What follows belongs to an exercise in optimizing a design on an open flow for small area, a short achievable clock period and few clock cycles; a production flow would make more cautious choices.
Power figures rest on the tool's default switching activity, not on a simulated workload.

## oak
==> flow/design.v (excerpt) <==
module rope_sim_top (
    input  logic                            clk,
    input  logic                            reset,
    input  logic                            cmd_valid,
    input  logic                            cmd_op,
    input  logic signed [31:0]              cmd_x,
    input  logic signed [31:0]              cmd_y,
    output logic                            cmd_credit,
    output logic                            out_valid,
    output logic [$clog2(8)-1:0]  out_node,
    output logic signed [31:0]              out_x,
    output logic signed [31:0]              out_y,
    output logic                            out_last,
    input  logic                            out_credit
);
    localparam logic [31:0] REST   = 32'sh000A_0000;
    localparam logic [31:0] GRAV   = 32'sh0000_4CCC;
    localparam logic [31:0] BASE_X = 32'sh00C8_0000;
    logic [2:0]  ph;         
    logic        act;        
    logic        pend;       
    logic [2:0]  nn;         
    logic        fresh;      
    logic        stp_r;      
    logic [2:0]  cc;         
    logic        v_l;        
    logic        l0;         
    logic        v_o;        
    logic        crd_o;      
    logic [2:0]  node_o;     
    logic        last_o;
    logic        issue;
    logic        done7;
    assign issue = act && (ph == nn) && (cc != 3'd0);
    assign done7 = issue && (nn == 3'd7);
    always_ff @(posedge clk) begin
        if (reset) begin
            ph     <= '0;
            act    <= 1'b0;
            pend   <= 1'b0;
            nn     <= '0;
            fresh  <= 1'b1;
            stp_r  <= 1'b0;
            cc     <= 3'(4);
            v_l    <= 1'b0;
            l0     <= 1'b0;
            v_o    <= 1'b0;
            crd_o  <= 1'b0;
            node_o <= '0;
            last_o <= 1'b0;
        end else begin
            ph     <= ph + 3'd1;
            stp_r  <= cmd_valid && !cmd_op;
            cc     <= cc - {2'b00, issue} + {2'b00, out_credit};
            v_l    <= issue;
  ...
For scale: roughly 3800 cells after synthesis, roughly 890 flip-flops, about 140 I/O pins.
clock: 11.0 ns
lec_check: 0
abc_clock_period_in_ps: 3000
cap_margin: 20
core_margin: 2
core_utilization: 55
setup_slack_margin: 5
slew_margin: 20
run.sh (not shown) runs the stock make flow with config.mk's settings and CLKGATE_MAP_FILE= SYNTH_SCRIPT=/design/flow/synth_recipe.tcl, a recipe that flattens the netlist after the stock synthesis.
oak was carried through to the last stage, and its layout satisfied the timing, design-rule and antenna checks.
## Diff of input files: pine against oak
Settings: swapping 3000 for 4000 in ABC_CLOCK_PERIOD_IN_PS.
[summary]
The actual slew at the worst max-slew pin was comparable across pine and oak. Changes observed in pine relative to oak: count of vias placed by the detailed router did not really move, detailed route wirelength on metal2 stayed essentially flat.
Function was not checked in any run of this note: the RTL went through the layout flow alone.

rope_sim_top, a different RTL version from the one above (not shown whole).
Size: about 890 flip-flops, about 0.038 sq mm of cells after synthesis.
export LEC_CHECK = 0
export ABC_CLOCK_PERIOD_IN_PS = 4000
export CAP_MARGIN = 20
export CORE_MARGIN = 2
export CORE_UTILIZATION = 55
export SETUP_SLACK_MARGIN = 5
export SLEW_MARGIN = 20
create_clock -name core_clock -period 11.0 [get_ports {clk}]
The baseline produced a clean layout.
Rerun with:
==> flow/flow/run.sh (new file) <==
#!/bin/bash
set -euo pipefail
MARGIN=6.5
bash standard.sh synth > synth.log 2>&1
sed -e "s/SETUP_SLACK_MARGIN=[0-9.]*/SETUP_SLACK_MARGIN=${MARGIN} BUFFER_PORTS_ARGS='-buffer_cell sky130_fd_sc_hd__buf_2'/" standard.sh > layout.sh
bash layout.sh finish > layout.log 2>&1
==> flow/standard.sh (new file) <==
#!/bin/bash
# synth_recipe.tcl (not shown) runs the flow's synth.tcl, then flattens the netlist and writes it again
# the make line also repeats each setting of config.mk as NAME=value (left out here)
make -C /OpenROAD-flow-scripts/flow DESIGN_CONFIG=/design/flow/config.mk WORK_HOME=/design/flow/orfs CLKGATE_MAP_FILE= SYNTH_SCRIPT=/design/flow/synth_recipe.tcl "${@:-finish}"
removed: flow/run.sh
Outcome: The changed run produced a clean layout; worst setup slack improved by 1100 ps; synthesized cell count is unchanged; clock power barely changes; total power went up by 1.2%; hold slack got worse by 11 ps; routed wire length went up by 2.2%; global-route usage went up by 0.74 points; die area does not change; count of clock-buffer cells in the layout went down by 7; fmax went up by 25%.
Rerun with:
==> flow/flow/run.sh (replaced) <==
#!/bin/bash
set -euo pipefail
MARGIN=7
bash standard.sh synth > synth.log 2>&1
sed -e "s/SETUP_SLACK_MARGIN=[0-9.]*/SETUP_SLACK_MARGIN=${MARGIN}/" standard.sh > layout.sh
bash layout.sh finish > layout.log 2>&1
Wire length climbs by 8.7%. Total power climbs by 4.9%. Fmax climbs by 4.5%. Global-route usage climbs by 1.6 points. Register-to-register slack improves by 190 ps. Final area climbs by 11%. Synthesized cell count stays the same. Synthesized area does not change.
No run of this note included a check of the RTL's function; only the layout flow was run.

run 1:
Starting RTL as in the previous note.
Settings: LEC_CHECK=0, ABC_CLOCK_PERIOD_IN_PS=4000, CAP_MARGIN=20, CORE_MARGIN=2, CORE_UTILIZATION=55, SETUP_SLACK_MARGIN=5, SLEW_MARGIN=20; clock period 11.0 ns.
standard.sh (not shown) runs the stock make flow with config.mk's settings and CLKGATE_MAP_FILE= SYNTH_SCRIPT=/design/flow/synth_recipe.tcl, a recipe that flattens the netlist after the stock synthesis.
==> flow/flow/run.sh <==
#!/bin/bash
set -euo pipefail
MARGIN=6.5
bash standard.sh synth > synth.log 2>&1
sed -e "s/SETUP_SLACK_MARGIN=[0-9.]*/SETUP_SLACK_MARGIN=${MARGIN}/" standard.sh > layout.sh
bash layout.sh finish > layout.log 2>&1
Edits applied to the flow inputs when going from run 1 to run 2:
# run 1
export LEC_CHECK = 0
export ABC_CLOCK_PERIOD_IN_PS = 4000
export CAP_MARGIN = 20
export CORE_MARGIN = 2
export CORE_UTILIZATION = 55
export SETUP_SLACK_MARGIN = 5
export SLEW_MARGIN = 20
create_clock -name core_clock -period 11.0 [get_ports {clk}]
# run 2
export LEC_CHECK = 0
export ABC_CLOCK_PERIOD_IN_PS = 4000
export CAP_MARGIN = 20
export CORE_MARGIN = 2
export CORE_UTILIZATION = 70
export SETUP_SLACK_MARGIN = 5
export SLEW_MARGIN = 20
create_clock -name core_clock -period 11.0 [get_ports {clk}]
==> flow/flow/run.sh <==
#!/bin/bash
set -euo pipefail
MARGIN=6.5
bash standard.sh synth > synth.log 2>&1
sed -e "s/SETUP_SLACK_MARGIN=[0-9.]*/SETUP_SLACK_MARGIN=${MARGIN} BUFFER_PORTS_ARGS='-buffer_cell sky130_fd_sc_hd__buf_2'/" standard.sh > layout.sh
bash layout.sh finish > layout.log 2>&1
[summary]
Placer's final routability congestion estimate: run 2 vs run 1 up 12%
Sum of routed wire length over all layers in run 2 is 2.7 mm above run 1.
Min count of clock-buffer cells in the layout across run 2 and run 1: run 2
The number of post-CTS setup repair buffers of run 2 is lower than that of run 1.
Final critical-path required period, run 2 and run 1: higher on run 2
Sort run 2 and run 1 by cell count, descending, and run 1 comes first.
Of run 2 and run 1, the run reporting the lower non-clock buffer count was run 2.
Between run 2 and run 1, the post-synthesis to final-layout area growth is higher for run 1.
> inputs changed (run 2 -> run 3)
# run 2
export LEC_CHECK = 0
export ABC_CLOCK_PERIOD_IN_PS = 4000
export CAP_MARGIN = 20
export CORE_MARGIN = 2
export CORE_UTILIZATION = 70
export SETUP_SLACK_MARGIN = 5
export SLEW_MARGIN = 20
create_clock -name core_clock -period 11.0 [get_ports {clk}]
# run 3
export LEC_CHECK = 0
export ABC_CLOCK_PERIOD_IN_PS = 4000
export CAP_MARGIN = 20
export CORE_MARGIN = 2
export CORE_UTILIZATION = 55
export SETUP_SLACK_MARGIN = 5
export SLEW_MARGIN = 20
create_clock -name core_clock -period 11.0 [get_ports {clk}]
==> flow/flow/run.sh <==
#!/bin/bash
set -euo pipefail
MARGIN=7.5
bash standard.sh synth > synth.log 2>&1
sed -e "s/SETUP_SLACK_MARGIN=[0-9.]*/SETUP_SLACK_MARGIN=${MARGIN}/" standard.sh > layout.sh
bash layout.sh finish > layout.log 2>&1
### Flow results
In the tables for run 3 and run 2, cell-internal power reads higher with run 3. Summary of run 3 over run 2: count of boundary I/O pins shows no meaningful change, layout overhead on the synthesized area shows an increase of 21 points, net switching power of the design shows an increase of 10%. Of run 3 and run 2, the higher ratio of final minimum period to clock period belongs to run 2. Of run 3 and run 2, the run reporting the lower slew at the pin with the worst max-slew slack was run 2. Post-route non-filler standard cell count, run 3 vs run 2: up by more than 10%. Looking at total global routing track utilization, run 3 sits 4.9 points below run 2. Relative to run 2, portion of total power attributed to combinational logic increased by 6.2 points in run 3. Minimum clock period after layout in run 3 is 0.46 ns lower than in run 2.
Edits applied to the flow inputs when going from run 3 to run 4:
--- a/flow/flow/run.sh
+++ b/flow/flow/run.sh
@@ -2,3 +2,3 @@
 set -euo pipefail
-MARGIN=7.5
+MARGIN=6
 bash standard.sh synth > synth.log 2>&1
Results
Run 3 has higher area of combinational cells with multiple inputs than run 4.
Run 4 vs run 3, cell type taking the most area: registers vs multi-input combinational cells
Diff run 3 -> run 4: share of total power in the clock network higher, met2 capacity usage during global routing dropped 5.7 points, count of plain and timing-repair buffers in the layout lost 369.
Run 3 -> run 4: synthesized cell count delta 0, exact match
Normalized max-slew margin: run 4 better than run 3
The final reports for run 4 and run 3 show wire length lower in the former.
For run 3, the start point of the critical path was ny[4]$_DFFE_PP_, unlike run 4, where it was fy[30]$_DFFE_PP_.
No run of this note included a check of the RTL's function; only the layout flow was run.

==> re-timing with driven ports <==
In the flow no input, the clock included, has a driving cell. The finished layouts below were timed again as built, in two steps. Step 1: set_driving_cell puts a clkbuf_16 on clk and a buf_2 on each other input, an assumption about the parent block. Step 2 adds t to the input delays and takes it off the output delays; t is the mean of the earliest and latest rising clock arrival at the registers after step 1. Input paths then give back, and output paths get back, about the clock's delay inside the block. Slacks: ideal ports / drivers / drivers and shift; pairs: ideal ports / drivers.
run	shift t [ns]	setup slack, ns	worst hold slack (ns)	worst setup path after step 2
oak	0.699	5.357 / 5.357 / 5.357	0.311 / 0.311 / 0.311	register to register
pine	0.699	5.357 / 5.357 / 5.357	0.311 / 0.311 / 0.311	register to register
the first run of note 2	0.712	5.432 / 5.432 / 5.432	0.306 / 0.306 / 0.306	register to register
the second run of note 2	0.704	6.542 / 6.542 / 6.542	0.295 / 0.295 / 0.295	register to register
the third run of note 2	0.701	6.732 / 6.732 / 6.681	0.319 / 0.319 / 0.319	input to register
run 1	0.698	6.625 / 6.625 / 6.559	0.302 / 0.302 / 0.302	input to register
run 2	0.698	6.463 / 6.463 / 6.463	0.293 / 0.293 / 0.293	register to register
run 3	0.710	6.923 / 6.923 / 6.923	0.313 / 0.313 / 0.313	register to register
run 4	0.710	6.102 / 6.102 / 6.102	0.309 / 0.309 / 0.309	register to register
After both steps every run listed still meets setup and hold. The setup slack of run 1, which loses most, moves by 0.000 ns with the drivers and by -0.066 ns with both steps.
